From an optimization exercise on the open Yosys and OpenROAD flow, aimed at small area, a short achievable clock period and few clock cycles per item; shortcuts taken in it are not production practice. In this exercise RTL edits were held to simulation tests only and were not proved equivalent to the original. Power is estimated from default activity; no workload was simulated.

## lane 1
// cle_top
module cle_top (
    input  logic       clk,
    input  logic       reset,
    input  logic [7:0] rom_q,
    output logic [6:0] rom_a,
    output logic [9:0] sram_a,
    output logic [7:0] sram_d,
    output logic       sram_wen,
    output logic       finish
);
Settings: LEC_CHECK=0, CAP_MARGIN=20, CORE_MARGIN=2, CORE_UTILIZATION=50, SETUP_SLACK_MARGIN=5, SLEW_MARGIN=20, TNS_END_PERCENT=20; clock period 8.0 ns.
run.sh (not shown) runs the stock make flow with config.mk's settings and CLKGATE_MAP_FILE= SYNTH_SCRIPT=/design/flow/synth_recipe.tcl, a recipe that flattens the netlist after the stock synthesis.
Testbench counts of lane 1, summed over its fixed seeds: cycles 25,664, items 24.
Here is what was changed in the inputs of lane 2 compared with lane 1.
- swapping 50 for 40 in CORE_UTILIZATION
## What came out
The run showing the smaller worst stage delay on the critical path is lane 1. Type of the worst setup path = reg -> out: lane 2; type of the worst setup path = reg -> reg: lane 1. Looking at the reports, lane 2 completed the entire flow and the layout it produced met the timing, design-rule and antenna checks. Taking lane 1 as the reference, in lane 2 post-CTS setup buffer count fell 22, diode insertion count for antenna repair has decreased.

* * *

## v27
Another version of the RTL of cle_top (not shown whole).
Size: about 5500 cells after synthesis, roughly 1000 flip-flops, ~55000 um^2 of cells after synthesis.
// cle_top
module cle_top (
    input  logic       clk,
    input  logic       reset,
    input  logic [7:0] rom_q,
    output logic [6:0] rom_a,
    output logic [9:0] sram_a,
    output logic [7:0] sram_d,
    output logic       sram_wen,
    output logic       finish
);
Settings: LEC_CHECK=0, CAP_MARGIN=20, CORE_MARGIN=2, CORE_UTILIZATION=40, SETUP_SLACK_MARGIN=5, SLEW_MARGIN=20, TNS_END_PERCENT=10; clock period 8.0 ns.
v27 did not stop at any stage, and its layout met the timing, design-rule and antenna checks.
Testbench counts of v27, summed over its fixed seeds: cycles 25,568, items 24.
Input changes introduced in v36 (baseline for comparison: v27):
Settings: changing TNS_END_PERCENT from 10 to 0.
[summary]
No run among v27 and v36 stopped early or left any final violation; all are clean.
Arrival time reported for the critical path endpoint up 0.17 ns in v36 wrt v27
v36 vs. v27: combinational fraction of design power shrank by 2.2 points; number of global-route vias before repair went down 257.
Compare v27 and v36 | clock power share lower: v27
In v36, the maximum ir drop on the vdd rail came out about 30% below the value in v27.
Between v27 and v36, the difference in share of cell area taken by muxes after synthesis is negligible.
v36: post-route fraction of the period consumed by the critical path 2.1 points above v27

* * *

RTL: one of the versions met above, not the one the previous note started from.
For scale: roughly 5600 cells after synthesis, ~1000 flip-flops, about 37 I/O pins, about 0.056 sq mm of cells after synthesis.
## cle_top
module cle_top (
    input  logic       clk,
    input  logic       reset,
    input  logic [7:0] rom_q,
    output logic [6:0] rom_a,
    output logic [9:0] sram_a,
    output logic [7:0] sram_d,
    output logic       sram_wen,
    output logic       finish
);
    localparam int CW = 5;
    localparam int C  = 1 << CW;
    localparam logic [2:0] PH_CLR  = 3'd0,
                           PH_P1   = 3'd1,
                           PH_RST  = 3'd2,
                           PH_PRE  = 3'd3,
                           PH_P2   = 3'd4,
                           PH_SAVE = 3'd5,
                           PH_FIN  = 3'd6;
    localparam logic [1:0] RS_INIT = 2'd0,
                           RS_R2   = 2'd1,
                           RS_IDLE = 2'd2;
    logic [2:0]  ph, ph_n;
    logic        p1, p2, walk;
    logic [7:0]  fa, flim;
    logic        iv1, iv2;
    logic [7:0]  fq [0:3];
    logic [7:0]  fq_kp [0:3];
    logic [7:0]  fq_sh [0:3];
    logic [2:0]  fcnt;
    logic [2:0]  occ;
    logic        flush, issue, push, pop;
    logic [7:0]  bc, blim;
    logic [7:0]  done8;
    logic [2:0]  jcnt;
    logic [31:0] prevB, curB;
    logic        hv;
    logic [7:0]  hbc;
    logic [1:0]  kk;
    logic        skipb, rm, fresh, bm;
    logic        run0, emit, last_in_byte;
    logic [7:0]  rem, jlow, jsel;
    logic [31:0] ohn;
    logic        prevbit;
    logic        n_l, n_u, n_ul, n_ur, n_fg;
    logic [2:0]  jenc;
    logic        wdone;
    logic [31:0] wnext;
    logic [31:0] rstart, rend;
    logic        walk_fin, wbub;
    logic        pv;
    logic [31:0] poh;
    logic [4:0]  pc, pr;
    logic        pfg, pU, pL, pUL, pUR;
  ...
==> flow/config.mk <==
export PLATFORM = sky130hd
export DESIGN_NAME = cle_top
export DESIGN_NICKNAME = cle_top
export VERILOG_FILES = /design/flow/design.v
export SDC_FILE = /design/flow/constraint.sdc
export NUM_CORES = 4
export LEC_CHECK = 0
export CAP_MARGIN = 20
export CORE_MARGIN = 2
export CORE_UTILIZATION = 40
export SETUP_SLACK_MARGIN = 5
export SLEW_MARGIN = 20
export TNS_END_PERCENT = 35
==> flow/constraint.sdc <==
create_clock -name core_clock -period 8.0 [get_ports {clk}]
set_input_delay 1.6000 -clock core_clock [delete_from_list [all_inputs] [get_ports {clk}]]
set_output_delay 1.6000 -clock core_clock [all_outputs]
set_load 0.01 [all_outputs]
The baseline passed the timing, design-rule and antenna checks.
Testbench counts at the start, summed over its fixed seeds: cycles 25,664, items 24.
Next try:
- TNS_END_PERCENT: 35 -> 10
What happened: The new run completed without violations. Power hardly moves. Via count is about the same. Die area stays the same. Setup slack got worse by 0.12 ns.
Next try:
- TNS_END_PERCENT: 10 -> 0
Design area decreases by 1.8%.
Sequential share of layout area increases by 0.70 points.
Utilization decreases by 0.83 points.
Final cell count decreases by 1.0%.
Hold slack gets better by 0.0063 ns.
Area after synthesis is unchanged.
Routed wire length decreases by 1.5%.
Die area stays the same.

* * *

cle_top, a different RTL version from the one above (not shown whole).
Size: roughly 4,800 cells after synthesis, about 1,000 flip-flops, ~53,000 um2 of cells after synthesis.
export LEC_CHECK = 0
export CAP_MARGIN = 20
export CORE_MARGIN = 2
export CORE_UTILIZATION = 40
export SETUP_SLACK_MARGIN = 5
export SLEW_MARGIN = 20
export TNS_END_PERCENT = 20
create_clock -name core_clock -period 8.0 [get_ports {clk}]
The first run completed with no timing, DRC or antenna violations.
Testbench counts at the start, summed over its fixed seeds: cycles 25,854, items 24.
Edit:
- TNS_END_PERCENT: 20 -> 0
Result: Worst setup slack got worse by 0.061 ns; via count fell by 1.7%; clock power stays flat; sequential cell count stays the same; register-to-register slack loses 0.06 ns; clock skew barely changes; die area stays the same; hold slack is about the same; fmax came out lower by about 1.8%; synthesized area does not change.

==> separate check: timing with driven ports <==
In the flow no input, the clock included, has a driving cell. The finished layouts below were timed again as built, in two steps. Step 1 assumes that a clkbuf_16 drives the clock port and a buf_2 every other input. Step 2 times the ports against the registers' clock, not the clock port: input delays grow and output delays shrink by t, the midpoint of the rising clock arrivals with the driver on. a / b / c = ideal / step 1 / step 2; a / b = the first two.
run	t, ns	setup WS [ns]	worst register clock-pin slew, ns	worst data-port slew with drivers (ns)
lane 1	0.807	4.693 / 4.693 / 4.693	0.07 / 0.07	0.04
lane 2	0.817	4.796 / 4.711 / 4.798	0.07 / 0.07	0.12
v27	0.847	4.678 / 4.678 / 4.678	0.08 / 0.08	0.04
v36	0.849	4.508 / 4.508 / 4.508	0.08 / 0.08	0.04
the first run of note 3	0.821	4.753 / 4.743 / 4.753	0.07 / 0.07	0.12
the second run of note 3	0.844	4.636 / 4.636 / 4.636	0.07 / 0.07	0.11
the third run of note 3	0.836	4.644 / 4.644 / 4.644	0.07 / 0.07	0.11
the first run of note 4	0.824	4.731 / 4.706 / 4.731	0.07 / 0.07	0.03
the second run of note 4	0.819	4.671 / 4.615 / 4.671	0.07 / 0.07	0.03
After both steps every run listed still meets setup and hold.
